This design comes from an exercise in tuning for small area, a short achievable clock period and few clock cycles per item on the open sky130 flow, not from production work. Only simulation tests tie the RTL to the original design; equivalence was not proved.

==> flow/design.v <==
package dfr_pkg;
    localparam int N_NODES     = 8;
    localparam int N_OUT       = 4;
    localparam int MAX_SAMPLES = 16;
    localparam int NODE_W      = 16;
    localparam int ACC_W       = 32;
    localparam int ADDR_W      = 8;
    localparam int WB_DATA_W   = 32;
    localparam int N_LANES     = 4;
    localparam int NPL         = N_NODES / N_LANES;
    localparam int NPL_W       = (NPL > 1) ? $clog2(NPL) : 1;
    localparam int NODE_IDX_W   = $clog2(N_NODES);
    localparam int SAMPLE_IDX_W = $clog2(MAX_SAMPLES);
    localparam int OUT_IDX_W    = $clog2(N_OUT);
    localparam int WEIGHT_IDX_W = $clog2(N_OUT * N_NODES);
    localparam int CNT_W        = 5;
    localparam int TOT_W        = CNT_W + 1;   
    localparam logic [ADDR_W-1:0] REG_CTRL     = 8'h00;
    localparam logic [ADDR_W-1:0] REG_STATUS   = 8'h01;
    localparam logic [ADDR_W-1:0] REG_INIT_CNT = 8'h02;
    localparam logic [ADDR_W-1:0] REG_MAIN_CNT = 8'h03;
    localparam logic [ADDR_W-1:0] OUT_BASE     = 8'h08;
    localparam logic [ADDR_W-1:0] MASK_BASE    = 8'h10;
    localparam logic [ADDR_W-1:0] SAMPLE_BASE  = 8'h20;
    localparam logic [ADDR_W-1:0] WEIGHT_BASE  = 8'h40;   
endpackage
import dfr_pkg::*;
module dfr_mac_lane (
    input  logic                        clk,
    input  logic                        idle,
    input  logic                        iss_run,
    input  logic                        iss_zero,
    input  logic [NODE_W-1:0]           lane_mask,
    input  logic [NODE_W-1:0]           lane_weight,
    input  logic [NODE_W-1:0]           sample_u,
    input  logic [NODE_W-1:0]           lane_mask0,
    input  logic [NODE_W-1:0]           sample0,
    input  logic [NODE_W-1:0]           node_bcast,
    input  logic                        node_byp,     
    input  logic [NODE_W-1:0]           node_new_0,
    input  logic                        wb1_run,    
    input  logic                        wb_run,     
    input  logic                        wb_rd,
    input  logic                        wb_s0,
    input  logic                        wb_first,
    output logic [NODE_W-1:0]           node_new,
    output logic [NPL-1:0][NODE_W-1:0]  node_r,
    output logic [ACC_W-1:0]            out_sum
);
    logic [NODE_W-1:0]   node_old, a_sel, b_sel;
    logic [NODE_W-1:0]   a_q, b_q;
    logic [7:0][2:0]     b_enc;   
    logic [2*NODE_W-1:0] pp_s, pp_c, cs_s, cs_c;
    assign a_sel = node_byp ? node_new_0 :
                   (idle ? lane_mask0 : (iss_run ? lane_mask : (iss_zero ? '0 : node_bcast)));
    assign b_sel = idle ? sample0 : (iss_run ? sample_u : lane_weight);
    dfr_booth_enc u_enc (
        .b   (b_q),
        .enc (b_enc)
    );
    dfr_booth_mul u_mul (
        .a   (a_q),
        .enc (b_enc),
        .s   (pp_s),
        .c   (pp_c)
    );
    always_ff @(posedge clk) begin
        a_q     <= a_sel;
        b_q     <= b_sel;
        cs_s    <= pp_s;   
        cs_c    <= pp_c;
    end
    logic               ovf_q, sign_q, ovf, sign;
    logic signed [16:0] x_q, x;
    always_comb begin
        logic [31:0] p;
        p    = cs_s + cs_c;
        ovf  = !(p[31:20] == '0 || p[31:20] == '1);
        sign = p[31];
        x    = p[20:4];
    end
    always_ff @(posedge clk) begin
        if (wb1_run) begin
            ovf_q  <= ovf;
            sign_q <= sign;
            x_q    <= x;
        end
    end
    always_comb begin
        logic signed [17:0] pre;
        node_old = wb_s0 ? '0 : node_r[0];
        pre      = 18'(x_q) + 18'($signed(node_old) >>> 1);
        if (ovf_q) node_new = sign_q ? 16'h8000 : 16'h7fff;
        else if (pre[17:15] == '0 || pre[17:15] == '1) node_new = pre[15:0];
        else node_new = pre[17] ? 16'h8000 : 16'h7fff;
    end
    always_ff @(posedge clk) begin
        if (wb_run) begin
            for (int k = 0; k < NPL - 1; k++) node_r[k] <= node_r[k+1];
            node_r[NPL-1] <= node_new;
        end
    end
    dfr_readout u_acc (
        .clk      (clk),
        .prod_s   (cs_s),
        .prod_c   (cs_c),
        .rd_v     (wb_rd),
        .rd_first (wb_first),
        .out_sum  (out_sum)
    );
endmodule
module dfr_booth_enc (
    input  logic [15:0]     b,
    output logic [7:0][2:0] enc
);
    logic [16:0] bx;
    assign bx = {b, 1'b0};
    always_comb begin
        for (int i = 0; i < 8; i++) begin
            logic [2:0] t;
            t      = bx[2*i +: 3];
            enc[i] = {t[2], (t == 3'b100) || (t == 3'b011), t[1] ^ t[0]};
        end
    end
endmodule
module dfr_booth_mul (
    input  logic [15:0]     a,
    input  logic [7:0][2:0] enc,
    output logic [31:0]     s,
    output logic [31:0]     c
);
    logic [8:0][31:0] row;
    logic [31:0]      negrow;
    logic [31:0]      s1, c1, s2, c2, s3, c3, s4, c4, s5, c5, s6, c6;
    always_comb begin
        negrow = 32'haaab_0000;   
        for (int i = 0; i < 8; i++) begin
            logic [16:0] m, x;
            m   = enc[i][0] ? {a[15], a} : (enc[i][1] ? {a, 1'b0} : 17'd0);
            x   = enc[i][2] ? ~m : m;
            row[i]      = 32'({~x[16], x[15:0]}) << (2 * i);
            negrow[2*i] = enc[i][2];
        end
        row[8] = negrow;
    end
    assign s1 = row[0] ^ row[1] ^ row[2];
    assign c1 = ((row[0] & row[1]) | (row[0] & row[2]) | (row[1] & row[2])) << 1;
    assign s2 = row[3] ^ row[4] ^ row[5];
    assign c2 = ((row[3] & row[4]) | (row[3] & row[5]) | (row[4] & row[5])) << 1;
    assign s3 = row[6] ^ row[7] ^ row[8];
    assign c3 = ((row[6] & row[7]) | (row[6] & row[8]) | (row[7] & row[8])) << 1;
    assign s4 = s1 ^ c1 ^ s2;
    assign c4 = ((s1 & c1) | (s1 & s2) | (c1 & s2)) << 1;
    assign s5 = c2 ^ s3 ^ c3;
    assign c5 = ((c2 & s3) | (c2 & c3) | (s3 & c3)) << 1;
    assign s6 = s4 ^ c4 ^ s5;
    assign c6 = ((s4 & c4) | (s4 & s5) | (c4 & s5)) << 1;
    assign s  = s6 ^ c6 ^ c5;
    assign c  = ((s6 & c6) | (s6 & c5) | (c6 & c5)) << 1;
endmodule
import dfr_pkg::*;
module dfr_readout (
    input  logic               clk,
    input  logic [ACC_W-1:0]   prod_s,
    input  logic [ACC_W-1:0]   prod_c,
    input  logic               rd_v,
    input  logic               rd_first,
    output logic [ACC_W-1:0]   out_sum
);
    logic [ACC_W-1:0] acc, s1, c1;
    assign acc = rd_first ? '0 : out_sum;
    assign s1  = prod_s ^ prod_c ^ acc;
    assign c1  = ((prod_s & prod_c) | (prod_s & acc) | (prod_c & acc)) << 1;
    always_ff @(posedge clk) begin
        if (rd_v) out_sum <= s1 + c1;   
    end
endmodule
import dfr_pkg::*;
module dfr_reservoir (
    input  logic                              clk,
    input  logic                              rst,
    input  logic                              idle,
    input  logic                              pre_v,
    input  logic                              iss_v,
    input  logic                              iss_run,
    input  logic                              iss_s0,
    input  logic                              iss_zero,
    input  logic                              iss_last,
    input  logic [NPL_W-1:0]                  iss_i,
    input  logic [NODE_IDX_W-1:0]             iss_k,
    input  logic [N_LANES-1:0][NODE_W-1:0]    lane_mask,
    input  logic [N_LANES-1:0][NODE_W-1:0]    lane_weight,
    input  logic [NODE_W-1:0]                 sample_u,
    input  logic [N_LANES-1:0][NODE_W-1:0]    lane_mask0,
    input  logic [NODE_W-1:0]                 sample0,
    output logic                              last_p1,
    output logic                              rd_last,
    output logic [N_OUT-1:0][ACC_W-1:0]       out_sums
);
    logic                 v1, run1, s01, first1, last1, v2, run2, s02, first2, last2;
    logic                 v3, s03;
    logic                 wb_run;
    logic [NODE_W-1:0]    node_bcast;
    logic [N_LANES-1:0][NODE_W-1:0]           node_new;
    logic [N_LANES-1:0][NPL-1:0][NODE_W-1:0]  node_r;
    always_ff @(posedge clk) begin
        if (rst) begin
            v1 <= 1'b0;
            v2 <= 1'b0;
            v3 <= 1'b0;
        end else begin
            v1 <= iss_v || pre_v;
            v2 <= v1;
            v3 <= v2 && run2;
        end
    end
    always_ff @(posedge clk) begin
        run1   <= iss_run || pre_v;
        s01    <= iss_s0 || pre_v;
        first1 <= iss_k == '0;
        last1  <= iss_last;
        run2   <= run1;
        s02    <= s01;
        first2 <= first1;
        last2  <= last1;
        s03    <= s02;
    end
    assign last_p1 = v1 && last1;
    assign rd_last = v2 && last2;
    assign wb_run  = v3;
    assign node_bcast = node_r[iss_k / NPL][iss_k % NPL];
    for (genvar l = 0; l < N_LANES; l++) begin : g_lane
        dfr_mac_lane u_lane (
            .clk         (clk),
            .idle        (idle),
            .iss_run     (iss_run),
            .iss_zero    (iss_zero),
            .lane_mask   (lane_mask[l]),
            .lane_weight (lane_weight[l]),
            .sample_u    (sample_u),
            .lane_mask0  (lane_mask0[l]),
            .sample0     (sample0),
            .node_bcast  (node_bcast),
            .node_byp    (wb_run && !iss_run),
            .node_new_0  (node_new[0]),
            .wb1_run     (v2 && run2),
            .wb_run      (wb_run),
            .wb_rd       (v2 && !run2),
            .wb_s0       (s03),
            .wb_first    (first2),
            .node_new    (node_new[l]),
            .node_r      (node_r[l]),
            .out_sum     (out_sums[l])
        );
    end
endmodule
import dfr_pkg::*;
module dfr_core_controller (
    input  logic                    clk,
    input  logic                    rst,
    input  logic                    start,       
    input  logic [CNT_W-1:0]        init_cnt,
    input  logic [CNT_W-1:0]        main_cnt,
    input  logic                    last_p1,     
    input  logic                    last_wb,     
    output logic                    core_busy,
    output logic                    stat_done,
    output logic                    idle,        
    output logic                    pre_v,       
    output logic                    iss_v,
    output logic                    iss_run,
    output logic                    iss_s0,      
    output logic                    iss_zero,    
    output logic                    iss_last,
    output logic [NPL_W-1:0]        iss_i,
    output logic [NODE_IDX_W-1:0]   iss_k,
    output logic [SAMPLE_IDX_W-1:0] sample_idx
);
    localparam logic [1:0] IDLE = 2'd0, RUN = 2'd1, GAP = 2'd2, READ = 2'd3;
    logic [1:0]       phase;
    logic [TOT_W-1:0] rem;
    logic             i_last;
    assign i_last    = NPL == 1 || iss_i == NPL_W'(NPL - 1);
    assign idle      = phase == IDLE;
    assign pre_v     = idle && start && main_cnt != '0;
    assign iss_v     = phase == RUN || phase == READ;
    assign iss_run   = phase == RUN;
    assign iss_last  = phase == READ && iss_k == NODE_IDX_W'(N_NODES - 1);
    assign stat_done = !core_busy || last_wb || last_p1;
    always_ff @(posedge clk) begin
        if (rst) begin
            phase      <= IDLE;
            core_busy  <= 1'b0;
            rem        <= '0;
            iss_i      <= '0;
            iss_k      <= '0;
            iss_s0     <= 1'b0;
            iss_zero   <= 1'b0;
            sample_idx <= '0;
        end else begin
            if (last_wb) core_busy <= 1'b0;
            case (phase)
                IDLE: begin
                    if (start) begin
                        core_busy  <= 1'b1;
                        iss_i      <= NPL_W'(1);   
                        iss_k      <= '0;
                        iss_s0     <= 1'b1;
                        sample_idx <= '0;
                        rem        <= TOT_W'(init_cnt) + TOT_W'(main_cnt);
                        iss_zero   <= main_cnt == '0;
                        phase      <= main_cnt == '0 ? READ : RUN;
                    end
                end
                RUN: begin
                    iss_i <= i_last ? '0 : iss_i + 1'b1;
                    if (i_last) begin
                        iss_s0     <= 1'b0;
                        sample_idx <= sample_idx + 1'b1;
                        rem        <= rem - 1'b1;
                        if (rem == TOT_W'(1)) phase <= GAP;
                    end
                end
                GAP: phase <= READ;   
                READ: begin
                    iss_k <= iss_k + 1'b1;
                    if (iss_last) phase <= IDLE;
                end
                default: phase <= IDLE;
            endcase
        end
    end
endmodule
import dfr_pkg::*;
module dfr_wb_regs (
    input  logic                              clk,
    input  logic                              rst,
    input  logic                              wb_cyc,
    input  logic                              wb_stb,
    input  logic                              wb_we,
    input  logic [ADDR_W-1:0]                 wb_adr,
    input  logic [WB_DATA_W-1:0]              wb_dat_w,
    output logic [WB_DATA_W-1:0]              wb_dat_r,
    output logic                              wb_ack,
    input  logic                              core_busy,
    input  logic                              stat_done,
    output logic                              start,
    output logic [CNT_W-1:0]                  init_cnt,
    output logic [CNT_W-1:0]                  main_cnt,
    input  logic [NPL_W-1:0]                  iss_i,
    input  logic [NODE_IDX_W-1:0]             iss_k,
    input  logic [SAMPLE_IDX_W-1:0]           sample_idx,
    output logic [N_LANES-1:0][NODE_W-1:0]    lane_mask,     
    output logic [N_LANES-1:0][NODE_W-1:0]    lane_weight,   
    output logic [NODE_W-1:0]                 sample_u,      
    output logic [N_LANES-1:0][NODE_W-1:0]    lane_mask0,    
    output logic [NODE_W-1:0]                 sample0,       
    input  logic [N_OUT-1:0][ACC_W-1:0]       out_sums
);
    logic [NODE_W-1:0]    mask_mem   [N_NODES];
    logic [NODE_W-1:0]    sample_mem [MAX_SAMPLES];
    logic [NODE_W-1:0]    weight_mem [N_OUT * N_NODES];
    logic                 req, wr, mem_wr;
    logic                 in_mask, in_sample, in_weight;
    logic [WB_DATA_W-1:0] rd;
    logic [NPL_W-1:0]        msel;
    logic [NODE_IDX_W-1:0]   wsel;
    logic [SAMPLE_IDX_W-1:0] ssel;
    assign req    = wb_cyc && wb_stb && !wb_ack;   
    assign wr     = req && wb_we;
    assign mem_wr = wr && !core_busy;
    assign start  = wr && wb_adr == REG_CTRL && wb_dat_w[0] && !core_busy;   
    assign in_mask   = wb_adr[7:3] == 5'b00010;
    assign in_sample = wb_adr[7:4] == 4'b0010;
    assign in_weight = wb_adr[7:5] == 3'b010;
    always_ff @(posedge clk) begin
        if (rst) begin
            wb_ack   <= 1'b0;
            init_cnt <= '0;
            main_cnt <= '0;
        end else begin
            wb_ack <= req;
            if (mem_wr && wb_adr == REG_INIT_CNT) init_cnt <= wb_dat_w[CNT_W-1:0];
            if (mem_wr && wb_adr == REG_MAIN_CNT) main_cnt <= wb_dat_w[CNT_W-1:0];
        end
    end
    always_ff @(posedge clk) begin
        if (mem_wr && in_mask) mask_mem[wb_adr[2:0]] <= wb_dat_w[NODE_W-1:0];
        if (mem_wr && in_sample) sample_mem[wb_adr[3:0]] <= wb_dat_w[NODE_W-1:0];
        if (mem_wr && in_weight) weight_mem[wb_adr[4:0]] <= wb_dat_w[NODE_W-1:0];
    end
    assign msel = core_busy ? iss_i : wb_adr[NPL_W-1:0];
    assign wsel = core_busy ? iss_k : wb_adr[2:0];
    assign ssel = core_busy ? sample_idx : wb_adr[3:0];
    always_comb begin
        for (int l = 0; l < N_LANES; l++) begin
            lane_mask[l]   = mask_mem[l * NPL + int'(msel)];
            lane_weight[l] = weight_mem[l * N_NODES + int'(wsel)];
        end
    end
    assign sample_u = sample_mem[ssel];
    assign sample0  = sample_mem[0];
    always_comb begin
        for (int l = 0; l < N_LANES; l++) lane_mask0[l] = mask_mem[l * NPL];
    end
    always_comb begin
        rd = '0;
        case (wb_adr[7:4])
            4'h0: begin
                if (wb_adr[3]) begin
                    if (!wb_adr[2]) rd = out_sums[wb_adr[1:0]];
                end else begin
                    case (wb_adr[2:0])
                        3'd1:    rd = WB_DATA_W'({stat_done, !stat_done});
                        3'd2:    rd = WB_DATA_W'(init_cnt);
                        3'd3:    rd = WB_DATA_W'(main_cnt);
                        default: rd = '0;
                    endcase
                end
            end
            4'h1:       if (!wb_adr[3]) rd = WB_DATA_W'(lane_mask[wb_adr[2:NPL_W]]);
            4'h2:       rd = WB_DATA_W'(sample_u);
            4'h4, 4'h5: rd = WB_DATA_W'(lane_weight[wb_adr[4:3]]);
            default:    rd = '0;
        endcase
    end
    always_ff @(posedge clk) wb_dat_r <= rd;
endmodule
import dfr_pkg::*;
module dfr_top (
    input  logic                 clk,
    input  logic                 rst,
    input  logic                 wb_cyc,
    input  logic                 wb_stb,
    input  logic                 wb_we,
    input  logic [ADDR_W-1:0]    wb_adr,
    input  logic [WB_DATA_W-1:0] wb_dat_w,
    output logic [WB_DATA_W-1:0] wb_dat_r,
    output logic                 wb_ack
);
    logic                           start, core_busy, stat_done;
    logic                           idle, pre_v, iss_v, iss_run, iss_last, iss_s0, iss_zero;
    logic                           last_p1, rd_last;
    logic [NPL_W-1:0]               iss_i;
    logic [NODE_IDX_W-1:0]          iss_k;
    logic [SAMPLE_IDX_W-1:0]        sample_idx;
    logic [CNT_W-1:0]               init_cnt, main_cnt;
    logic [N_LANES-1:0][NODE_W-1:0] lane_mask, lane_weight;
    logic [NODE_W-1:0]              sample_u, sample0;
    logic [N_LANES-1:0][NODE_W-1:0] lane_mask0;
    logic [N_OUT-1:0][ACC_W-1:0]    out_sums;
    dfr_wb_regs u_regs (.*);
    dfr_core_controller u_ctrl (
        .*,
        .last_wb (rd_last)
    );
    dfr_reservoir u_res (.*);
endmodule
==> flow/flow/run.sh <==
#!/bin/bash
export SETUP_SLACK_MARGIN=8
bash standard.sh > standard.log 2>&1
==> flow/standard.sh <==
#!/bin/bash
# synth_recipe.tcl (not shown) runs the flow's synth.tcl, then flattens the netlist and writes it again
# the make line also repeats each setting of config.mk as NAME=value (left out here)
make -C /OpenROAD-flow-scripts/flow DESIGN_CONFIG=/design/flow/config.mk WORK_HOME=/design/flow/orfs CLKGATE_MAP_FILE= SYNTH_SCRIPT=/design/flow/synth_recipe.tcl "${@:-finish}"
==> flow/config.mk <==
export PLATFORM = sky130hd
export DESIGN_NAME = dfr_top
export DESIGN_NICKNAME = dfr_top
export VERILOG_FILES = /design/flow/design.v
export SDC_FILE = /design/flow/constraint.sdc
export NUM_CORES = 4
export LEC_CHECK = 0
export CAP_MARGIN = 20
export CORE_MARGIN = 2
export CORE_UTILIZATION = 40
export CTS_CLUSTER_DIAMETER = 100
export CTS_CLUSTER_SIZE = 25
export SLEW_MARGIN = 20
==> flow/constraint.sdc <==
create_clock -name core_clock -period 12.5 [get_ports {clk}]
set_input_delay 2.5000 -clock core_clock [delete_from_list [all_inputs] [get_ports {clk}]]
set_output_delay 2.5000 -clock core_clock [all_outputs]
set_load 0.01 [all_outputs]
==> results by group, run 1 <==
Worst setup path
  – Crit Path Max Fanout: 9
  – Critical Path RT: 13.14 ns
  – CP Capture Type: register
  – Startpoint Class: primary input
  – Setup CP Type: in2reg
  – Crit path arrival time: 5.20 ns

Timing
  – Slew Viols, Final: 0
  – Final WS setup: 7.94 ns
  – Least-Margin Pin Slew: 1.17 ns
  – Max Freq: 219 MHz
  – Final clock skew: 0.0576 ns
  – Tcrit/Tclk final: 0.365
  – Final hold violation count: 0
  – RSZ-0062 raised after global routing: true
  – Fin crit period: 4.56 ns
  – Final setup TNS: 0 ns
  – Relative slew margins: 0.218
  – Setup violators final: 0
  – Hold_ws: 0.330 ns

Run
  – Max Cap Viol: 0

Run status
  – Status: no timing/DRC/antenna violations

Min path
  – Hold Crit Class: reg2reg

Synth
  – Avg Cell Area, Syn: 12.0 µm²
  – Synth Instances: 8,350
  – Syn Nets: 9,451
  – Top FF cell, synth: edfxtp_1
  – Yosys cell types: 94
  – Seq/Total Area, Yosys: 0.457
  – Post-synth EDFFs: 1,228
  – Yosys reg bits: 1,670
  – Synth warn: 7
  – Mapped Area: 100,000 µm²
  – Ys async rst share: 0

Routing
  – Routed Antenna Nets: 0
  – Vias: 65,500
  – Metal-1 WL: 127 mm
  – Max layer used: met5
  – Vias/cell: 5.59
  – Metal3 WL: 23.2 mm
  – TritonRoute pass-1 iters: 6
  – DR WL met2: 128 mm
  – Routed wire per std cell: 25.1 µm
  – Iteration-0 DRC Markers: 7,101
  – DRC Markers: 0
  – Drt total wl: 295 mm

Cells and area
  – Share of post-route cells with drive strength above 1: 0.128
  – Finished Core Util: 0.446
  – Layout Nets: 9,407
  – Final Cell Area: 111,000 µm²
  – Synth-to-layout area growth: 10.9%
  – Post-route insts no fill: 11,700

CTS
  – Reg clk slew, reported paths: 0.10 ns
  – H-tree lvl count: 3
  – TritonCTS clock tree: built
  – Max Root-Sink Buffers: 3
  – CTS sink cnt: 1,670
  – Root buf cell: clkbuf_16
  – Clock latency (worst-skew pair): 0.82 ns
  – Total CTS buffers: 89
  – Cts hold-fix bufs: 0

Floorplan
  – Core Region: 249,000 µm²
  – Die Area: 254,000 µm²
  – Ports: 78
  – Chip height: 504 µm
  – Initial Util: 0.402
  – Row count: 183
  – Die width: 504 µm

Place
  – Placer Congestion: 0.919
  – Cells after DPL: 11,400
  – Placed instance area: 104,000 µm²
  – IO Port Bufs: 61
  – Pre-CTS setup slack: 5.33 ns
  – Post-DP HPWL: 212 mm

Global route
  – Initial antenna violation count: 29
  – Largest net degree at the start of global routing: 107
  – Total congestion overflow: 0
  – Tot GR Track Use: 0.226
  – Number of global-route vias before repair: 63,900
  – First-pass GRT wire length: 430 mm
what timing repair did:
action	4_1_cts	5_1_grt
cloned	9	0
endpoints found under the setup margin	1122	860
resized for setup	255	123
pin swaps	61	47
endpoints found under the hold margin	0	0
setup buffers	107	56
area by class of cell:
| type | instances | area, µm² |
|---|---|---|
| Antenna cell | 12 | 30.0 |
| Clock buffer | 118 | 2370 |
| Clock inverter | 36 | 586 |
| Fill cell | 22500 | 138000 |
| Inverter | 925 | 3490 |
| Multi-Input combinational cell | 5295 | 51000 |
| Sequential cell | 1670 | 45800 |
| Tap cell | 3330 | 4170 |
| Timing Repair Buffer | 325 | 3660 |
final timing paths:
check                                                    from  depth (start not counted)                              end  slack [ns]
worst max-delay path                                wb_adr[0]                         12    u_res.g_lane[3].u_lane.b_q[3]        7.94
worst min-delay path                             u_res.first1                          0                     u_res.first2        0.33
worst max register to register  u_res.g_lane[2].u_lane.b_q[9]                         11  u_res.g_lane[2].u_lane.cs_s[17]        8.12
worst min register to register                   u_res.first1                          0                     u_res.first2        0.33
critical path: stages:
cell      delay [ns]
buf_6           0.14
buf_16          0.14
nor2b_4         0.14
a21oi_4         0.17
buf_12          0.16
buf_16          0.16
mux4_2          0.49
and2_1          0.21
a211oi_4        0.30
a31oi_1         0.17
a22oi_2         0.41
o21ai_0         0.17
state kept, by name, indices dropped and copies added, names as in the netlist, 32 cells and up:
register                           cells
u_res.g_lane.u_lane.a_q               64
u_res.g_lane.u_lane.node_r           128
u_res.g_lane.u_lane.cs_c             112
u_res.g_lane.u_lane.b_q               64
u_regs.weight_mem                    512
u_res.g_lane.u_lane.u_acc.out_sum    128
u_regs.sample_mem                    256
u_regs.mask_mem                      128
u_res.g_lane.u_lane.cs_s             128
u_regs.wb_dat_r                       32
u_res.g_lane.u_lane.x_q               68
Yosys cell counts, drive strengths merged (7+ instances only):
master   instances  area, µm²
a211oi          42        315
a21o           119        893
clkbuf         360       1350
or3             18        118
mux4           302       6800
nor3            85        425
buf            101        409
a22oi          446       3350
dfxtp          442       8850
ha             603       7540
o21ai          411       2060
nor2b          148        926
a211o            9       78.8
a221oi          19        166
a2111oi         12        118
and3            44        275
mux2i          155       1550
and2            43        269
nand3b          10       75.1
nand4           20        125
a21boi          10       75.1
o211ai          13       97.6
nor4            16        106
a21oi          269       1360
nand2          417       1570
o31ai           72        559
a22o             9       78.8
and4             9       81.3
nand3           71        355
or2             21        131
a31oi           39        250
nand2b         150        938
o21bai          29        218
a221o            7       70.1
a31o            10       96.4
fa             453       9070
edfxtp        1228      36900
nor2           316       1190
inv            925       3470
xnor2          606       5310
o21a            41        308
o22ai           11       68.8
xor2           157       1380
cell families (layout without fill, tap and decap cells):
kind of cell | count (synthesis) | count (layout) | synth area share
compound gates | 1632 | 1633 | 0.108
buf+inv | 1386 | 1404 | 0.0522
other cells | 0 | 12 | 0
xor+xnor | 763 | 763 | 0.0667
mux | 460 | 460 | 0.0837
fa+ha+maj | 1056 | 1056 | 0.166
simple gates | 1383 | 1383 | 0.0670
flops | 1670 | 1670 | 0.457
cell usage in the layout (no fill, tap or decap), drive strengths merged, types with 13 or more instances in the layout:
cell	instances
o21ai	411
and2	43
o211ai	13
o21bai	29
mux2i	155
edfxtp	1228
and3	44
o21a	41
clkbuf	119
xnor2	606
a22oi	446
dfxtp	442
a211oi	42
a21o	119
or3	18
buf	279
ha	603
inv	941
nand3	71
fa	453
nor4	16
mux4	302
nand2	417
a221oi	19
nor2b	148
nand4	20
a31oi	39
nor3	85
nor2	316
clkdlybuf4s50	40
xor2	157
nand2b	150
o31ai	72
a21oi	270
or2	21
per-layer routing:
layer / vias up / global-route usage
met5: - / 0
met4: 10 / 0.103
met3: 434 / 0.0402
met2: 2674 / 0.340
met1: 32800 / 0.317
li1: 29600 / -
Testbench counts, summed over its fixed seeds: cycles 16,820, jobs 256.
==> run 2: changes to the inputs <==
==> flow/flow/run.sh (replaced) <==
#!/bin/bash
export SETUP_SLACK_MARGIN=9
bash standard.sh > standard.log 2>&1
--- a/flow/config.mk
+++ b/flow/config.mk
@@ -9,5 +9,5 @@
 export CORE_MARGIN = 2
 export CORE_UTILIZATION = 40
 export CTS_CLUSTER_DIAMETER = 100
-export CTS_CLUSTER_SIZE = 25
+export CTS_CLUSTER_SIZE = 20
 export SLEW_MARGIN = 20
==> run 2 against run 1 <==
  * Still clean
  * Synthesized cell count did not move
  * Sequential share of layout area shrank 5.2 points
  * Die area did not move
  * Routed wire length grew 12%
  * Setup slack better by 0.19 ns
  * Synthesized area stayed put
  * Via count up 8.4%
  * Non-clock buffer count is 641 higher
  * Clock-buffer cell count grew 50
  * Critical path type unchanged
  * Highest routed layer unchanged
==> results by group, run 2 <==
Run status
  – Status: no timing/DRC/antenna violations

Worst setup path
  – Crit Path Max Fanout: 5 (-4)
  – Critical Path End: u_res.g_lane[1].u_lane.b_q[6]
  – Critical Path RT: 13.20 ns (+0.06 ns)
  – Startpoint Class: primary input
  – Reg2reg end: u_res.g_lane[0].u_lane.a_q[11]
  – Crit path arrival time: 5.08 ns (-0.12 ns)
  – Cell depth of the worst flop-to-flop path: 23 (+12)
  – CP Capture Type: register
  – Reg2reg start: u_res.s03
  – Setup CP Type: in2reg
  – Crit path from: wb_adr[0]
  – Worst reg2reg setup slack: 8.41 ns (+0.29 ns)

Routing
  – Metal3 WL: 29.1 mm (+25%)
  – Iteration-0 DRC Markers: 8,210 (+16%)
  – Metal-1 WL: 134 mm (+5.1%)
  – Drt total wl: 330 mm (+12%)
  – TritonRoute pass-1 iters: 7 (+1)
  – DRC Markers: 0 (unchanged)
  – DR WL met2: 144 mm (+12%)
  – Max layer used: met5
  – Routed wire per std cell: 26.6 µm (+5.7%)
  – Vias: 71,000 (+8.4%)
  – Routed Antenna Nets: 0 (unchanged)
  – Vias/cell: 5.73 (+2.4%)

Cells and area
  – Share of post-route cells with drive strength above 1: 0.332 (+0.204)
  – Layout Nets: 10,100 (+7.1%)
  – Max reg flops: 512 (unchanged)
  – Synth-to-layout area growth: 27.7%
  – Commonest non-fill, non-tap cell in the layout: edfxtp_1
  – Commonest non-fill, non-tap cells in the layout: 1,228 x edfxtp_1, 811 x inv_1, 517 x xnor2_1, 446 x ha_1, 422 x buf_4

Synth
  – Yosys cell types: 94 (unchanged)
  – Post-synth top area cell: edfxtp_1
  – Synth warn: 7 (unchanged)
  – Yosys reg bits: 1,670 (unchanged)
  – Syn Nets: 9,451 (unchanged)
  – Share of the synthesized area in the top cell type: 0.368 (unchanged)
  – Synth Instances: 8,350 (unchanged)
  – Mapped Area: 100,000 µm² (unchanged)
  – Area contributors post-synth: edfxtp_1 37%, fa_1 9.1%, dfxtp_1 8.8%
  – Ys async rst share: 0 (unchanged)
  – Avg Cell Area, Syn: 12.0 µm² (unchanged)
  – Seq/Total Area, Yosys: 0.457 (unchanged)
  – Commonest cells in the netlist: 1,228 x edfxtp_1, 909 x inv_1, 606 x xnor2_1
  – Top FF cell, synth: edfxtp_1
  – Most common cell in the synthesized netlist: edfxtp_1
  – Post-synth EDFFs: 1,228 (unchanged)

Floorplan
  – Die Area: 254,000 µm² (unchanged)
  – Core Region: 249,000 µm² (unchanged)
  – Ports: 78 (unchanged)
  – Die width: 504 µm (unchanged)
  – Initial Util: 0.402 (unchanged)
  – Row count: 183 (unchanged)
  – Chip height: 504 µm (unchanged)

Timing
  – Tcrit/Tclk final: 0.350 (-0.0149)
  – Final hold violation count: 0 (unchanged)
  – Setup violators final: 0 (unchanged)
  – Final clock skew: 0.111 ns (+0.0534 ns)
  – Final setup TNS: 0 ns (unchanged)
  – Slew Viols, Final: 0 (unchanged)
  – Fin crit period: 4.37 ns (-0.186 ns)
  – RSZ-0062 raised after global routing: true
  – Least-Margin Pin Slew: 1.07 ns (-0.107 ns)
  – Max Freq: 229 MHz (+4.3%)
  – Hold_ws: 0.329 ns (-0.00167 ns)
  – Relative slew margins: 0.289 (+0.0705)

CTS
  – Total CTS buffers: 104 (+17%)
  – TritonCTS clock tree: built
  – H-tree lvl count: 3 (unchanged)
  – Max Root-Sink Buffers: 3 (unchanged)
  – Cts hold-fix bufs: 0 (unchanged)
  – Reg clk slew, reported paths: 0.08 ns (-0.02 ns)
  – CTS sink cnt: 1,670 (unchanged)
  – Clock latency (worst-skew pair): 0.86 ns (+0.04 ns)
  – Root buf cell: clkbuf_16

Place
  – Post-DP HPWL: 213 mm (+0.32%)
  – IO Port Bufs: 61 (unchanged)
  – Placer Congestion: 0.928 (+0.97%)

Global route
  – First-pass GRT wire length: 471 mm (+9.5%)
  – Total congestion overflow: 0 (unchanged)
  – Largest net degree at the start of global routing: 67 (-37%)
  – Tot GR Track Use: 0.249 (+0.0233)
  – Number of global-route vias before repair: 68,800 (+7.6%)
  – Initial antenna violation count: 25 (-14%)

Run
  – Max Cap Viol: 0 (unchanged)

Min path
  – Hold Crit Class: reg2reg
## run 2: cell counts after synthesis
Identical to the previous run, type by type.
## run 2: routing by layer
layer,GRT usage,vias to the layer above
met5,0,-
met4,0.143,6
met3,0.0391,611
met2,0.375,3325
met1,0.342,36000
li1,-,31000
## run 2: final cells by class
class | count | area (µm²)
clock buffers | 168 | 2910
well taps | 3330 | 4170
repair buffers | 966 | 11800
clock inverters | 30 | 470
flip-flops and latches | 1670 | 46000
fillers | 20600 | 121000
diodes | 7 | 17.5
multi-input cells | 5304 | 58800
inverters | 925 | 3640
## run 2: how the worst min path moves through the flow
stage            startpoint            to  slack [ns]  depth (start not counted)
2_1_floorplan     u_res.s02     u_res.s03        0.31                          0
3_3_place_gp     u_res.run1    u_res.run2        0.31                          0
3_5_place_dp   u_res.first1  u_res.first2        0.31                          0
4_1_cts        u_res.first1  u_res.first2        0.33                          0
5_1_grt        u_res.first1  u_res.first2        0.35                          0
6_report       u_res.first1  u_res.first2        0.33                          0
## run 2: stage by stage
stage / area, µm² / util / worst slack, ns / instances
2_1_floorplan: 104000 / - / 7.93 / 8350
3_3_place_gp: 106000 / 0.424 / 5.31 / 11300
3_5_place_dp: 106000 / 0.424 / 5.18 / 11300
4_1_cts: 123000 / 0.494 / 8.28 / 12200
5_1_grt: 128000 / 0.514 / 8.14 / 12400
6_report: 128000 / 0.514 / 8.13 / 12400
## run 2: kinds of logic (layout without fill, tap and decap cells)
| logic type | count (synthesis) | count (layout) | synth area share |
|---|---|---|---|
| DFF | 1670 | 1670 | 0.457 |
| AOI/OAI and AO/OA | 1632 | 1634 | 0.108 |
| buffers and inverters | 1386 | 2089 | 0.0522 |
| and+or+nand+nor | 1383 | 1391 | 0.0670 |
| adders and majority gates | 1056 | 1056 | 0.166 |
| xor gates and xnor gates | 763 | 763 | 0.0667 |
| muxes | 460 | 460 | 0.0837 |
| other | 0 | 7 | 0 |
## run 2: worst max-delay path, cell delays in order
cell and delay, ns:
buf_12 0.10, buf_16 0.13, nor2b_4 0.15, a21oi_4 0.17
buf_6 0.15, buf_6 0.13, buf_16 0.13, mux4_2 0.54
and2_4 0.20, a211oi_4 0.31, a31oi_4 0.08, a22oi_2 0.23
buf_6 0.16, o21ai_1 0.07
## run 2: what timing repair did
| action | 4_1_cts | 5_1_grt |
|---|---|---|
| setup endpoints to repair | 1469 | 1322 |
| pin swaps | 628 | 475 |
| gates cloned | 63 | 17 |
| setup buffers | 614 | 159 |
| gates resized for setup | 1623 | 707 |
==> run 3: changes to the inputs <==
==> flow/flow/run.sh (replaced) <==
#!/bin/bash
export SETUP_SLACK_MARGIN=8.2
bash standard.sh > standard.log 2>&1
==> run 3 against run 2 <==
  * Still clean on timing, DRC and antenna
  * Utilization down 6.2 points
  * Synthesized cell count is the same
  * Sequential share of layout area up 4.7 points
  * Clock-buffer cell count down 16
  * First-iteration DRC count down 13%
  * Cell count down 4.9%
  * Critical path depth fell by 6
  * Die area unchanged
  * Register-to-register slack got worse by 0.19 ns
==> results by group, run 3 <==
Global route
  – First-pass GRT wire length: 436 mm (-7.3%)
  – Initial antenna violation count: 23 (-8.0%)
  – Tot GR Track Use: 0.229 (-0.0197)
  – Number of global-route vias before repair: 64,600 (-6.1%)
  – Total congestion overflow: 0 (unchanged)
  – Largest net degree at the start of global routing: 107 (+60%)

Synth
  – Mapped Area: 100,000 µm² (unchanged)
  – Commonest cells in the netlist: 1,228 x edfxtp_1, 909 x inv_1, 606 x xnor2_1
  – Share of the synthesized area in the top cell type: 0.368 (unchanged)
  – Ys async rst share: 0 (unchanged)
  – Most common cell in the synthesized netlist: edfxtp_1
  – Yosys cell types: 94 (unchanged)
  – Area contributors post-synth: edfxtp_1 37%, fa_1 9.1%, dfxtp_1 8.8%
  – Post-synth top area cell: edfxtp_1
  – Synth Instances: 8,350 (unchanged)
  – Synth warn: 7 (unchanged)
  – Post-synth EDFFs: 1,228 (unchanged)
  – Syn Nets: 9,451 (unchanged)
  – Yosys reg bits: 1,670 (unchanged)
  – Seq/Total Area, Yosys: 0.457 (unchanged)
  – Avg Cell Area, Syn: 12.0 µm² (unchanged)
  – Top FF cell, synth: edfxtp_1

Place
  – Cells after DPL: 11,400 (+0.29%)
  – Placer Congestion: 0.931 (+0.38%)
  – IO Port Bufs: 61 (unchanged)
  – Post-DP HPWL: 212 mm (-0.50%)
  – Pre-CTS setup slack: 5.38 ns (+0.199 ns)

Timing
  – Least-Margin Pin Slew: 1.14 ns (+0.0792 ns)
  – Final clock skew: 0.0800 ns (-0.0311 ns)
  – Relative slew margins: 0.232 (-0.0573)
  – Setup violators final: 0 (unchanged)
  – Tcrit/Tclk final: 0.350 (about the same)
  – Final WS setup: 8.13 ns (-0.000830 ns)
  – Fin crit period: 4.37 ns (+0.000830 ns)
  – Slew Viols, Final: 0 (unchanged)
  – RSZ-0062 raised after global routing: true
  – Max Freq: 229 MHz (about the same)
  – Hold_ws: 0.329 ns (+0.000385 ns)
  – Final setup TNS: 0 ns (unchanged)
  – Final hold violation count: 0 (unchanged)

Run
  – Max Cap Viol: 0 (unchanged)

Cells and area
  – Multi-input gate area: 51,500 µm² (-13%)
  – Post-route insts no fill: 11,800 (-4.9%)
  – Area occupied by registers: 45,800 µm² (-0.51%)
  – # fillers: 22,400 (+9.0%)
  – Commonest non-fill, non-tap cells in the layout: 1,228 x edfxtp_1, 905 x inv_1, 606 x xnor2_1, 565 x ha_1, 452 x fa_1
  – Max reg flops: 512 (unchanged)
  – Share of post-route cells with drive strength above 1: 0.141 (-0.191)
  – Commonest non-fill, non-tap cell in the layout: edfxtp_1
  – Layout Nets: 9,473 (-5.9%)
  – Synth-to-layout area growth: 12.3%

Min path
  – Worst hold start: u_res.s02
  – Hold Crit Class: reg2reg
  – Hold Crit Depth: 0 (unchanged)

CTS
  – CTS sink cnt: 1,670 (unchanged)
  – Clock latency (worst-skew pair): 0.82 ns (-0.04 ns)
  – Total CTS buffers: 100 (-3.8%)
  – Max Root-Sink Buffers: 3 (unchanged)
  – TritonCTS clock tree: built
  – Reg clk slew, reported paths: 0.08 ns (about the same)
  – H-tree lvl count: 3 (unchanged)
  – Root buf cell: clkbuf_16

Routing
  – Vias: 66,600 (-6.2%)
  – DRC Markers: 0 (unchanged)
  – Routed wire per std cell: 25.5 µm (-4.1%)
  – TritonRoute pass-1 iters: 6 (-1)
  – Routed Antenna Nets: 0 (unchanged)
  – Drt total wl: 301 mm (-8.8%)
  – Iteration-0 DRC Markers: 7,127 (-13%)
  – Vias/cell: 5.65 (-1.3%)

Run status
  – Status: no timing/DRC/antenna violations

Worst setup path
  – Setup CP Type: in2reg
  – Crit path from: wb_stb
  – Reg2reg start: u_res.s03
  – CP Capture Type: register
  – Cell depth of the worst flop-to-flop path: 16 (-30%)
  – Startpoint Class: primary input
  – Crit path arrival time: 4.90 ns (-0.18 ns)
  – Crit Path Max Fanout: 8 (+3)
  – Critical Path RT: 13.03 ns (-0.17 ns)

Floorplan
  – Ports: 78 (unchanged)
  – Die width: 504 µm (unchanged)
  – Die Area: 254,000 µm² (unchanged)
  – Row count: 183 (unchanged)
  – Chip height: 504 µm (unchanged)
  – Core Region: 249,000 µm² (unchanged)
  – Initial Util: 0.402 (unchanged)
run 3: cell counts after synthesis:
Identical to the previous run, type by type.
run 3: timing repair:
action	in CTS	in global routing
endpoints found under the setup margin	1322	621
gates resized for setup	314	176
buffers inserted	155	47
hold buffers	0	0
pin swaps	88	72
gates cloned	13	9
run 3: layer usage:
layer	wire, µm	part of all wire	GRT usage
met1	129000	0.43	0.324
met2	131000	0.43	0.344
met3	25300	0.084	0.0430
met4	15700	0.052	0.100
met5	51	0.00017	0
run 3: final timing paths:
kind | endpoint | slack, ns
worst min-delay path | u_res.s03 | 0.33
worst min register to register | u_res.s03 | 0.33
worst max register to register | u_res.g_lane[2].u_lane.a_q[13] | 8.22
worst max-delay path | u_regs.weight_mem[3][5] | 8.13
run 3: kinds of logic after synthesis:
group	count (synthesis)	synth area share
DFF	1670	0.457
AOI/OAI and AO/OA	1632	0.108
buffers and inverters	1386	0.0522
and+or+nand+nor	1383	0.0670
adders and majority gates	1056	0.166
xor gates and xnor gates	763	0.0667
muxes	460	0.0837
run 3: cell type report:
class                   instances  share of cell area
repair buffers                378              0.0388
multi-input cells            5297               0.458
flip-flops and latches       1670               0.407
clock inverters                22             0.00338
clock buffers                 152              0.0247
well taps                    3330              0.0370
inverters                     925              0.0310
diodes                         15            0.000334
run 3: per-stage QoR:
stage                     cell area, µm²   util
after floorplan                   101000      -
after global placement            104000  0.419
after detailed placement          104000  0.419
after CTS                         111000  0.446
after global routing              112000  0.452
final                             112000  0.452
run 3: critical path, stage by stage:
cell             delay [ns]
clkdlybuf4s50_1        0.45
nand3b_1               0.11
nor3b_2                0.23
buf_4                  0.27
nand3_1                0.21
or3_2                  0.71
nor2_4                 0.21
buf_4                  0.19
==> run 4: changes to the inputs <==
==> flow/flow/run.sh (replaced) <==
#!/bin/bash
export SETUP_SLACK_MARGIN=8.1
bash standard.sh > standard.log 2>&1
==> run 4 against run 3 <==
  * Die area unchanged
  * Synthesized cell count unchanged
  * Critical endpoint is now u_regs.wb_dat_r[0]
  * Fmax decreased by 1.2%
  * Largest cell class unchanged
  * Setup slack got worse by 0.052 ns
  * Worst hold slack improved by 0.0035 ns
  * Utilization decreased by 0.34 points
  * Critical path type unchanged
==> results by group, run 4 <==
Run status
  – Status: no timing/DRC/antenna violations

CTS
  – CTS sink cnt: 1,670 (unchanged)
  – Clock latency (worst-skew pair): 0.85 ns (+0.03 ns)
  – Total CTS buffers: 104 (+4.0%)
  – H-tree lvl count: 3 (unchanged)
  – Root buf cell: clkbuf_16
  – Cts hold-fix bufs: 0 (unchanged)
  – Reg clk slew, reported paths: 0.09 ns (about the same)
  – TritonCTS clock tree: built
  – Max Root-Sink Buffers: 3 (unchanged)

Worst setup path
  – Crit path arrival time: 5.15 ns (+0.25 ns)
  – Worst path slowest cell: mux4_2
  – CP Capture Type: register
  – Critical Path RT: 13.23 ns (+0.20 ns)
  – Crit Path Max Fanout: 24 (+16)
  – Startpoint Class: primary input
  – Setup CP Type: in2reg
  – CP cell instances: buf_2 -> nor2b_4 -> a21oi_4 -> buf_12 -> bufbuf_16 -> mux4_2 -> mux2i_1 -> mux4_2 -> o21ai_0
  – CP max stage delay: 0.56 ns (-0.15 ns)
  – Cell repeated most along the worst path: mux4_2

Routing
  – DRC Markers: 0 (unchanged)
  – Iteration-0 DRC Markers: 7,280 (+2.1%)
  – Routed wire per std cell: 25.2 µm (-1.3%)
  – Routed Antenna Nets: 0 (unchanged)
  – Vias/cell: 5.63 (-0.25%)
  – Vias: 66,400 (-0.36%)
  – Drt total wl: 296 mm (-1.4%)
  – TritonRoute pass-1 iters: 6 (unchanged)

Synth
  – Adder-Cell Fraction of Synth Area: 0.166 (unchanged)
  – Yosys reg bits: 1,670 (unchanged)
  – Most common cell in the synthesized netlist: edfxtp_1
  – XOR/XNOR Fraction of Synth Area: 0.0667 (unchanged)
  – Post-synthesis compound-gate area fraction: 0.108 (unchanged)
  – Ys async rst share: 0 (unchanged)
  – Area contributors post-synth: edfxtp_1 37%, fa_1 9.1%, dfxtp_1 8.8%
  – Largest family of logic cells by synthesized area: adder cells
  – Yosys cell types: 94 (unchanged)
  – Synth Instances: 8,350 (unchanged)
  – Synth warn: 7 (unchanged)
  – Mapped Area: 100,000 µm² (unchanged)
  – Avg Cell Area, Syn: 12.0 µm² (unchanged)
  – Post-synth top area cell: edfxtp_1
  – Simple-gate share of the synthesized area: 0.0670 (unchanged)
  – Mux contribution to synthesized area: 0.0837 (unchanged)
  – Post-synth EDFFs: 1,228 (unchanged)
  – Seq/Total Area, Yosys: 0.457 (unchanged)
  – Syn Nets: 9,451 (unchanged)
  – Commonest cells in the netlist: 1,228 x edfxtp_1, 909 x inv_1, 606 x xnor2_1
  – Top FF cell, synth: edfxtp_1
  – Share of the synthesized area in the top cell type: 0.368 (unchanged)

Place
  – IO Port Bufs: 61 (unchanged)
  – Cells after DPL: 11,400 (-0.053%)
  – Placer Congestion: 0.933 (+0.25%)
  – Post-DP HPWL: 211 mm (-0.45%)

Global route
  – Top Usage Layer GRT: met2
  – GR Util met3: 0.0422 (-0.000779)
  – Initial antenna violation count: 28 (+22%)
  – GR met2 Demand/Resource: 0.337 (-0.00735)
  – Total congestion overflow: 0 (unchanged)
  – Number of global-route vias before repair: 64,000 (-0.96%)
  – Met1 Use GR: 0.312 (-0.0113)
  – Tot GR Track Use: 0.225 (-0.00400)
  – First-pass GRT wire length: 428 mm (-1.8%)
  – Largest net degree at the start of global routing: 107 (unchanged)

Floorplan
  – Die Area: 254,000 µm² (unchanged)
  – Ports: 78 (unchanged)
  – Initial Util: 0.402 (unchanged)
  – Die width: 504 µm (unchanged)
  – Core Region: 249,000 µm² (unchanged)
  – Row count: 183 (unchanged)
  – Chip height: 504 µm (unchanged)

Run
  – Max Cap Viol: 0 (unchanged)

Cells and area
  – Share of post-route cells with drive strength above 1: 0.135 (-0.00667)
  – Commonest non-fill, non-tap cells in the layout: 1,228 x edfxtp_1, 905 x inv_1, 606 x xnor2_1, 572 x ha_1, 453 x fa_1
  – Synth-to-layout area growth: 11.5%
  – Layout Nets: 9,465 (-0.084%)
  – Post-route insts no fill: 11,800 (-0.11%)
  – Max reg flops: 512 (unchanged)
  – Finished Core Util: 0.449 (-0.00343)
  – Commonest non-fill, non-tap cell in the layout: edfxtp_1

Timing
  – RSZ-0062 raised after global routing: true
  – Setup violators final: 0 (unchanged)
  – Fin crit period: 4.43 ns (+0.0521 ns)
  – Relative slew margins: 0.228 (-0.00363)
  – Max Freq: 226 MHz (-1.2%)
  – Final setup TNS: 0 ns (unchanged)
  – Final clock skew: 0.101 ns (+0.0214 ns)
  – Final hold violation count: 0 (unchanged)
  – Slew Viols, Final: 0 (unchanged)
  – Least-Margin Pin Slew: 1.16 ns (+0.0137 ns)
  – Tcrit/Tclk final: 0.354 (+0.00417)

Min path
  – Hold Crit Class: reg2reg
run 4: cell types whose count changed in the layout (fill, tap and decap cells not counted), moves of 8 or more:
| cell | previous run | this run |
|---|---|---|
| o21ai_1 | 82 | 34 |
| dlygate4sd2_1 | 15 | 1 |
| buf_4 | 217 | 229 |
| mux2i_4 | 19 | 3 |
| mux2i_2 | 24 | 32 |
| o21ai_0 | 320 | 370 |
| clkdlybuf4s50_1 | 23 | 36 |
| nand2_1 | 390 | 405 |
| ha_4 | 26 | 16 |
| diode_2 | 15 | 7 |
| mux2i_1 | 112 | 120 |
| nand2_2 | 26 | 10 |
run 4: critical path: cells and delay by family:
kind,cells,cell delay [ns]
simple gates,1,0.18
buf+inv,3,0.68
compound gates,2,0.30
mux,3,1.46
run 4: final cells by class:
cell class / instances / area (µm²)
Clock inverter: 29 / 453
Tap cell: 3330 / 4170
Fill cell: 22400 / 137000
Antenna cell: 7 / 17.5
Sequential cell: 1670 / 45800
Timing Repair Buffer: 369 / 4020
Multi-Input combinational cell: 5294 / 50900
Clock buffer: 152 / 2840
Inverter: 925 / 3490
run 4: timing repair:
item	in CTS	in global routing
setup buffers	162	41
gates resized for setup	244	118
endpoints found under the setup margin	1257	655
gates cloned	8	6
pin swaps	86	29
run 4: routing by layer:
layer,part of all wire,vias to the layer above
met5,0.000061,-
li1,-,29700
met3,0.085,471
met1,0.42,33300
met4,0.061,2
met2,0.43,2877
run 4: per-stage QoR:
step / cell area (µm²) / setup slack [ns] / hold WS [ns]
global placement: 104000 / 5.92 / 0.310
floorplan: 101000 / 7.71 / 0.310
detailed placement: 104000 / 5.86 / 0.313
CTS: 111000 / 7.95 / 0.331
finish: 112000 / 8.07 / 0.333
global route: 112000 / 8.02 / 0.335
run 4: path summary, 6_finish.rpt:
| check | slack, ns | cells after the start | to | start |
|---|---|---|---|---|
| worst max-delay path | 8.07 | 9 | u_regs.wb_dat_r[0] | wb_adr[0] |
| worst min-delay path | 0.33 | 0 | u_res.first2 | u_res.first1 |
| worst max register to register | 8.21 | 12 | u_res.g_lane[3].u_lane.ovf_q | u_res.g_lane[3].u_lane.cs_s[14] |
| worst min register to register | 0.33 | 0 | u_res.first2 | u_res.first1 |
run 4: cell families (layout without fill, tap and decap cells):
kind of cell    after synthesis  after routing
other cells                   0              7
xor+xnor                    763            763
buf+inv                    1386           1475
flops                      1670           1670
mux                         460            460
compound gates             1632           1632
simple gates               1383           1383
fa+ha+maj                  1056           1056
==> run 5: changes to the inputs <==
==> flow/flow/run.sh (replaced) <==
#!/bin/bash
export SETUP_SLACK_MARGIN=8.3
bash standard.sh > standard.log 2>&1
==> run 5 against run 4 <==
  * Highest routed layer unchanged
  * Critical path type unchanged
  * Clock-buffer cell count unchanged
  * Critical path depth rose by 5
  * First-iteration DRC count decreased by 5.4%
  * Clock skew decreased by 0.027 ns
  * Register-to-register slack improved by 0.12 ns
  * Non-clock buffer count is 56 higher
  * Sequential share of layout area down 0.92 points
  * Critical endpoint is now u_regs.wb_dat_r[7]
  * Via count increased by 0.37%
  * Synthesized area is the same
==> results by group, run 5 <==
Run status
  – Status: no timing/DRC/antenna violations

Timing
  – RSZ-0062 raised after global routing: true
  – Final hold violation count: 0 (unchanged)
  – Tcrit/Tclk final: 0.355 (+0.000747)
  – Final clock skew: 0.0741 ns (-0.0273 ns)
  – Hold_ws: 0.332 ns (-0.00101 ns)
  – Final setup TNS: 0 ns (unchanged)
  – Slew Viols, Final: 0 (unchanged)
  – Max Freq: 225 MHz (-0.21%)
  – Least-Margin Pin Slew: 1.10 ns (-0.0553 ns)
  – Relative slew margins: 0.262 (+0.0335)
  – Setup violators final: 0 (unchanged)
  – Fin crit period: 4.43 ns (+0.00934 ns)
  – Final WS setup: 8.07 ns (-0.00934 ns)

Global route
  – Total congestion overflow: 0 (unchanged)
  – Initial antenna violation count: 21 (-25%)
  – Largest net degree at the start of global routing: 107 (unchanged)
  – Number of global-route vias before repair: 64,800 (+1.3%)
  – First-pass GRT wire length: 434 mm (+1.4%)
  – Tot GR Track Use: 0.228 (+0.00240)

Worst setup path
  – Reg2reg end: u_res.g_lane[1].u_lane.u_acc.out_sum[29]
  – Startpoint Class: primary input
  – Critical Path RT: 13.17 ns (-0.06 ns)
  – Cell depth of the worst flop-to-flop path: 16 (+4)
  – Worst reg2reg setup slack: 8.33 ns (+0.12 ns)
  – Crit Path Max Fanout: 5 (-79%)
  – Reg2reg start: u_res.first2
  – CP Capture Type: register
  – Crit path arrival time: 5.10 ns (-0.05 ns)
  – Setup CP Type: in2reg

Routing
  – Routed wire per std cell: 25.2 µm (+0.24%)
  – Vias: 66,600 (+0.37%)
  – Drt total wl: 298 mm (+0.72%)
  – Iteration-0 DRC Markers: 6,886 (-5.4%)
  – TritonRoute pass-1 iters: 6 (unchanged)
  – Vias/cell: 5.63 (-0.11%)
  – Routed Antenna Nets: 0 (unchanged)
  – DRC Markers: 0 (unchanged)

Cells and area
  – Max reg flops: 512 (unchanged)
  – Synth-to-layout area growth: 14.0%
  – Post-route insts no fill: 11,800 (+0.48%)
  – Final Cell Area: 114,000 µm² (+2.3%)
  – Commonest non-fill, non-tap cell in the layout: edfxtp_1
  – Share of post-route cells with drive strength above 1: 0.157 (+0.0220)
  – Finished Core Util: 0.459 (+0.0103)
  – Layout Nets: 9,519 (+0.57%)
  – Commonest non-fill, non-tap cells in the layout: 1,228 x edfxtp_1, 905 x inv_1, 606 x xnor2_1, 558 x ha_1, 452 x fa_1

Synth
  – Post-synth top area cell: edfxtp_1
  – Top FF cell, synth: edfxtp_1
  – Share of the synthesized area in the top cell type: 0.368 (unchanged)
  – Commonest cells in the netlist: 1,228 x edfxtp_1, 909 x inv_1, 606 x xnor2_1
  – Yosys reg bits: 1,670 (unchanged)
  – Mapped Area: 100,000 µm² (unchanged)
  – Synth Instances: 8,350 (unchanged)
  – Ys async rst share: 0 (unchanged)
  – Avg Cell Area, Syn: 12.0 µm² (unchanged)
  – Area contributors post-synth: edfxtp_1 37%, fa_1 9.1%, dfxtp_1 8.8%
  – Syn Nets: 9,451 (unchanged)
  – Seq/Total Area, Yosys: 0.457 (unchanged)
  – Yosys cell types: 94 (unchanged)
  – Synth warn: 7 (unchanged)
  – Most common cell in the synthesized netlist: edfxtp_1
  – Post-synth EDFFs: 1,228 (unchanged)

CTS
  – Reg clk slew, reported paths: 0.09 ns (about the same)
  – TritonCTS clock tree: built
  – H-tree lvl count: 3 (unchanged)
  – Total CTS buffers: 101 (-2.9%)
  – Clock latency (worst-skew pair): 0.82 ns (-0.03 ns)
  – CTS sink cnt: 1,670 (unchanged)
  – Root buf cell: clkbuf_16
  – Cts hold-fix bufs: 0 (unchanged)
  – Max Root-Sink Buffers: 3 (unchanged)

Place
  – Placer Congestion: 0.939 (+0.63%)
  – Cells after DPL: 11,400 (-0.026%)
  – IO Port Bufs: 61 (unchanged)
  – Post-DP HPWL: 210 mm (-0.42%)
  – Pre-CTS setup slack: 5.44 ns (-0.425 ns)
  – Placed instance area: 104,000 µm² (about the same)

Run
  – Max Cap Viol: 0 (unchanged)

Floorplan
  – Row count: 183 (unchanged)
  – Chip height: 504 µm (unchanged)
  – Die Area: 254,000 µm² (unchanged)
  – Die width: 504 µm (unchanged)
  – Core Region: 249,000 µm² (unchanged)
  – Initial Util: 0.402 (unchanged)
  – Ports: 78 (unchanged)

Min path
  – Hold Path Sink: u_res.run2
  – Hold Crit Depth: 0 (unchanged)
  – Worst hold start: u_res.run1
  – Hold Crit Class: reg2reg
-- run 5: kinds of logic after synthesis --
| kind of cell | after synthesis | share of synthesized area |
|---|---|---|
| xor+xnor | 763 | 0.0667 |
| flops | 1670 | 0.457 |
| simple gates | 1383 | 0.0670 |
| fa+ha+maj | 1056 | 0.166 |
| compound gates | 1632 | 0.108 |
| buf+inv | 1386 | 0.0522 |
| mux | 460 | 0.0837 |
-- run 5: area by class of cell --
| type | count | area, µm² |
|---|---|---|
| well taps | 3330 | 4170 |
| clock buffers | 152 | 2750 |
| flip-flops and latches | 1670 | 45800 |
| repair buffers | 425 | 5250 |
| inverters | 925 | 3500 |
| diodes | 11 | 27.5 |
| clock inverters | 25 | 414 |
| fillers | 22200 | 135000 |
| multi-input cells | 5295 | 52300 |
-- run 5: what timing repair did --
item                       in CTS  in global routing
buffers inserted              200                 53
pin swaps                     132                 97
cloned                         18                  8
setup endpoints to repair    1358                770
hold endpoints to repair        0                  0
gates resized for setup       494                208
-- run 5: worst max-delay path by stage --
stage / endpoint / cells past startpoint / slack [ns] / start
detailed placement: u_res.g_lane[2].u_lane.b_q[10] / 12 / 5.44 / wb_adr[0]
global route: u_res.g_lane[3].u_lane.b_q[14] / 15 / 8.08 / wb_adr[0]
CTS: u_regs.wb_dat_r[8] / 15 / 8.20 / wb_adr[0]
global placement: u_res.g_lane[3].u_lane.b_q[10] / 12 / 5.49 / wb_adr[0]
finish: u_regs.wb_dat_r[7] / 14 / 8.07 / wb_adr[0]
floorplan: u_regs.weight_mem[19][0] / 5 / 7.71 / wb_stb
-- run 5: critical path, cell delays in order --
cell and delay (ns):
buf_12 0.10, buf_16 0.12, nor2b_4 0.15, a21oi_4 0.16
buf_12 0.13, buf_12 0.10, buf_16 0.11, buf_12 0.12
mux4_2 0.50, and2_4 0.20, a211oi_4 0.25, a31oi_4 0.10
a221oi_4 0.40, o21ai_1 0.14
-- run 5: per-layer routing --
metal,routed length [µm],track usage,vias to the layer above
li1,-,-,29800
met1,126000,0.318,33500
met2,131000,0.346,2829
met3,24400,0.0368,462
met4,16600,0.108,6
met5,37,0,-
==> run 6: changes to the inputs <==
==> flow/flow/run.sh (replaced) <==
#!/bin/bash
export SETUP_SLACK_MARGIN=8
bash standard.sh > standard.log 2>&1
--- a/flow/config.mk
+++ b/flow/config.mk
@@ -7,7 +7,7 @@
 export LEC_CHECK = 0
 export CAP_MARGIN = 20
 export CORE_MARGIN = 2
-export CORE_UTILIZATION = 40
+export CORE_UTILIZATION = 50
 export CTS_CLUSTER_DIAMETER = 100
 export CTS_CLUSTER_SIZE = 20
 export SLEW_MARGIN = 20
==> run 6 against run 5 <==
  * Worst hold slack lost 0.0042 ns
  * Synthesized area is the same
  * Critical path depth shrank 1
  * Routed wire length shrank 0.62%
  * Cell count shrank 6.4%
  * Final area shrank 3.0%
==> results by group, run 6 <==
Global route
  – Tot GR Track Use: 0.287 (+0.0594)
  – Largest net degree at the start of global routing: 94 (-12%)
  – First-pass GRT wire length: 432 mm (-0.57%)
  – Total congestion overflow: 0 (unchanged)

CTS
  – Max Root-Sink Buffers: 3 (unchanged)
  – Clock latency (worst-skew pair): 0.82 ns (about the same)
  – Root buf cell: clkbuf_16
  – TritonCTS clock tree: built
  – Total CTS buffers: 100 (-0.99%)
  – H-tree lvl count: 3 (unchanged)

Timing
  – Max Freq: 221 MHz (-2.2%)
  – Slew Viols, Final: 0 (unchanged)
  – Fin crit period: 4.53 ns (+0.0986 ns)
  – RSZ-0062 raised after global routing: true
  – Final hold violation count: 0 (unchanged)
  – Setup violators final: 0 (unchanged)
  – Tcrit/Tclk final: 0.363 (+0.00788)
  – Relative slew margins: 0.222 (-0.0393)
  – Final setup TNS: 0 ns (unchanged)

Synth
  – Syn Nets: 9,451 (unchanged)
  – Area contributors post-synth: edfxtp_1 37%, fa_1 9.1%, dfxtp_1 8.8%
  – Avg Cell Area, Syn: 12.0 µm² (unchanged)
  – Post-synth EDFFs: 1,228 (unchanged)
  – Yosys cell types: 94 (unchanged)
  – Largest family of logic cells by synthesized area: adder cells
  – Mux contribution to synthesized area: 0.0837 (unchanged)
  – Adder-Cell Fraction of Synth Area: 0.166 (unchanged)
  – Share of the synthesized area in the top cell type: 0.368 (unchanged)
  – XOR/XNOR Fraction of Synth Area: 0.0667 (unchanged)
  – Most common cell in the synthesized netlist: edfxtp_1
  – Commonest cells in the netlist: 1,228 x edfxtp_1, 909 x inv_1, 606 x xnor2_1
  – Post-synthesis compound-gate area fraction: 0.108 (unchanged)
  – Synth Instances: 8,350 (unchanged)
  – Top FF cell, synth: edfxtp_1
  – Post-synth top area cell: edfxtp_1
  – Mapped Area: 100,000 µm² (unchanged)

Cells and area
  – Share of post-route cells with drive strength above 1: 0.132 (-0.0243)
  – Multi-input gate area: 51,300 µm² (-2.0%)
  – Synth-to-layout area growth: 10.6%
  – Commonest non-fill, non-tap cells in the layout: 1,228 x edfxtp_1, 906 x inv_1, 605 x xnor2_1, 575 x ha_1, 452 x fa_1
  – # fillers: 16,800 (-24%)

Routing
  – Metal-1 WL: 125 mm (-0.81%)
  – Iteration-0 DRC Markers: 6,729 (-2.3%)
  – Metal3 WL: 20.8 mm (-15%)
  – Max layer used: met5
  – Vias/cell: 5.95 (+5.7%)
  – Routed Antenna Nets: 0 (unchanged)

Worst setup path
  – CP cell instances: buf_4 -> buf_16 -> nor2b_4 -> a21oi_4 -> buf_12 -> buf_16 -> buf_12 -> mux4_2 -> and2_4 -> a211oi_4 -> a31oi_4 -> a221oi_2 -> o21ai_1
  – Setup CP Type: in2reg
  – Worst path slowest cell: mux4_2
  – Reg2reg start: u_res.first2
  – Crit path max-delay family: compound AO/OA/AOI/OAI gates
  – Startpoint Class: primary input
  – Worst reg2reg setup slack: 8.07 ns (-0.26 ns)

Run
  – Max Cap Viol: 0 (unchanged)

Floorplan
  – Ports: 78 (unchanged)
  – Chip height: 452 µm (-10%)
  – Die width: 452 µm (-10%)
  – Core Region: 199,000 µm² (-20%)
  – Row count: 164 (-10%)

Place
  – Pre-CTS setup slack: 4.92 ns (-0.517 ns)
  – IO Port Bufs: 61 (unchanged)
  – Placed instance area: 103,000 µm² (-0.90%)
  – Placer Congestion: 0.996 (+6.0%)

Run status
  – Status: no timing/DRC/antenna violations

Min path
  – Worst hold start: u_res.first1
## run 6: worst register-to-register path: stages, from the launching register on
cell       delay, ns
dfxtp_4         0.41
buf_12          0.16
buf_4           0.13
clkbuf_16       0.21
nand2b_1        0.19
fa_1            0.48
inv_1           0.05
ha_1            0.33
and3_1          0.22
a221o_1         0.42
nor3_4          0.29
a31oi_1         0.21
a21o_1          0.27
a2111oi_2       0.32
o21bai_1        0.13
a21o_1          0.20
xor2_1          0.13
## run 6: final cells by class
cell class	count	area share
tap	2656	0.0300
timing repair buffer	342	0.0342
antenna	4	0.0000903
sequential	1670	0.413
clock inverter	24	0.00311
multi-input combinational	5295	0.463
clock buffer	165	0.0255
inverter	925	0.0315
## run 6: cell families (layout without fill, tap and decap cells)
group / after synthesis / count (layout)
compound gates: 1632 / 1632
xor+xnor: 763 / 763
fa+ha+maj: 1056 / 1056
buf+inv: 1386 / 1456
flops: 1670 / 1670
mux: 460 / 460
other cells: 0 / 4
simple gates: 1383 / 1384
## run 6: repair_timing
action / in CTS / in global routing
pin swaps: 75 / 49
setup endpoints to repair: 1014 / 566
setup buffers: 124 / 45
gates cloned: 10 / 5
gates resized for setup: 290 / 135
## run 6: how the worst max path moves through the flow
stage,end,cells after the start,start
floorplan,u_regs.weight_mem[0][0],6,wb_stb
global placement,u_res.g_lane[2].u_lane.b_q[12],11,wb_adr[0]
detailed placement,u_res.g_lane[0].u_lane.b_q[12],11,wb_adr[0]
CTS,u_regs.weight_mem[15][14],8,wb_stb
global route,u_res.g_lane[1].u_lane.u_acc.out_sum[29],17,u_res.first2
finish,u_regs.wb_dat_r[6],13,wb_adr[0]
## run 6: layer usage
layer  vias to the layer above  GRT usage
met5                         -          0
met1                     33200      0.397
met2                      2570      0.440
met3                       493     0.0432
met4                        10      0.150
li1                      29600          -

## afterwards: timing with drivers on the ports
The flow's constraints put no driver on any port. The routed layouts listed below were extracted and timed again, unchanged, in two steps. Step 1 sets driving cells, clkbuf_16 on the clock port and buf_2 on the other inputs (assumed; they add their load-dependent delay and slew). Step 2, shift: input delay + t, output delay - t, t = (earliest + latest rising clock arrival at the registers) / 2. This alone moves slack from input paths to output paths. a / b / c = ideal / step 1 / step 2; a / b = the first two.
run | t (ns) | setup slack, ns | hold slack, ns
run 1 | 0.883 | 7.941 / 7.935 / 7.089 | 0.330 / 0.330 / 0.330
run 2 | 0.904 | 8.127 / 8.182 / 7.278 | 0.329 / 0.329 / 0.329
run 3 | 0.882 | 8.127 / 8.150 / 7.268 | 0.329 / 0.329 / 0.329
run 4 | 0.906 | 8.075 / 8.021 / 7.242 | 0.333 / 0.333 / 0.333
run 5 | 0.887 | 8.065 / 8.113 / 7.226 | 0.332 / 0.332 / 0.332
run 6 | 0.864 | 7.967 / 7.998 / 7.146 | 0.327 / 0.327 / 0.327
After both steps setup and hold are still met in every run listed. For run 3, which loses most, drivers alone change the setup slack by +0.023 ns; drivers and shift together by -0.859 ns.
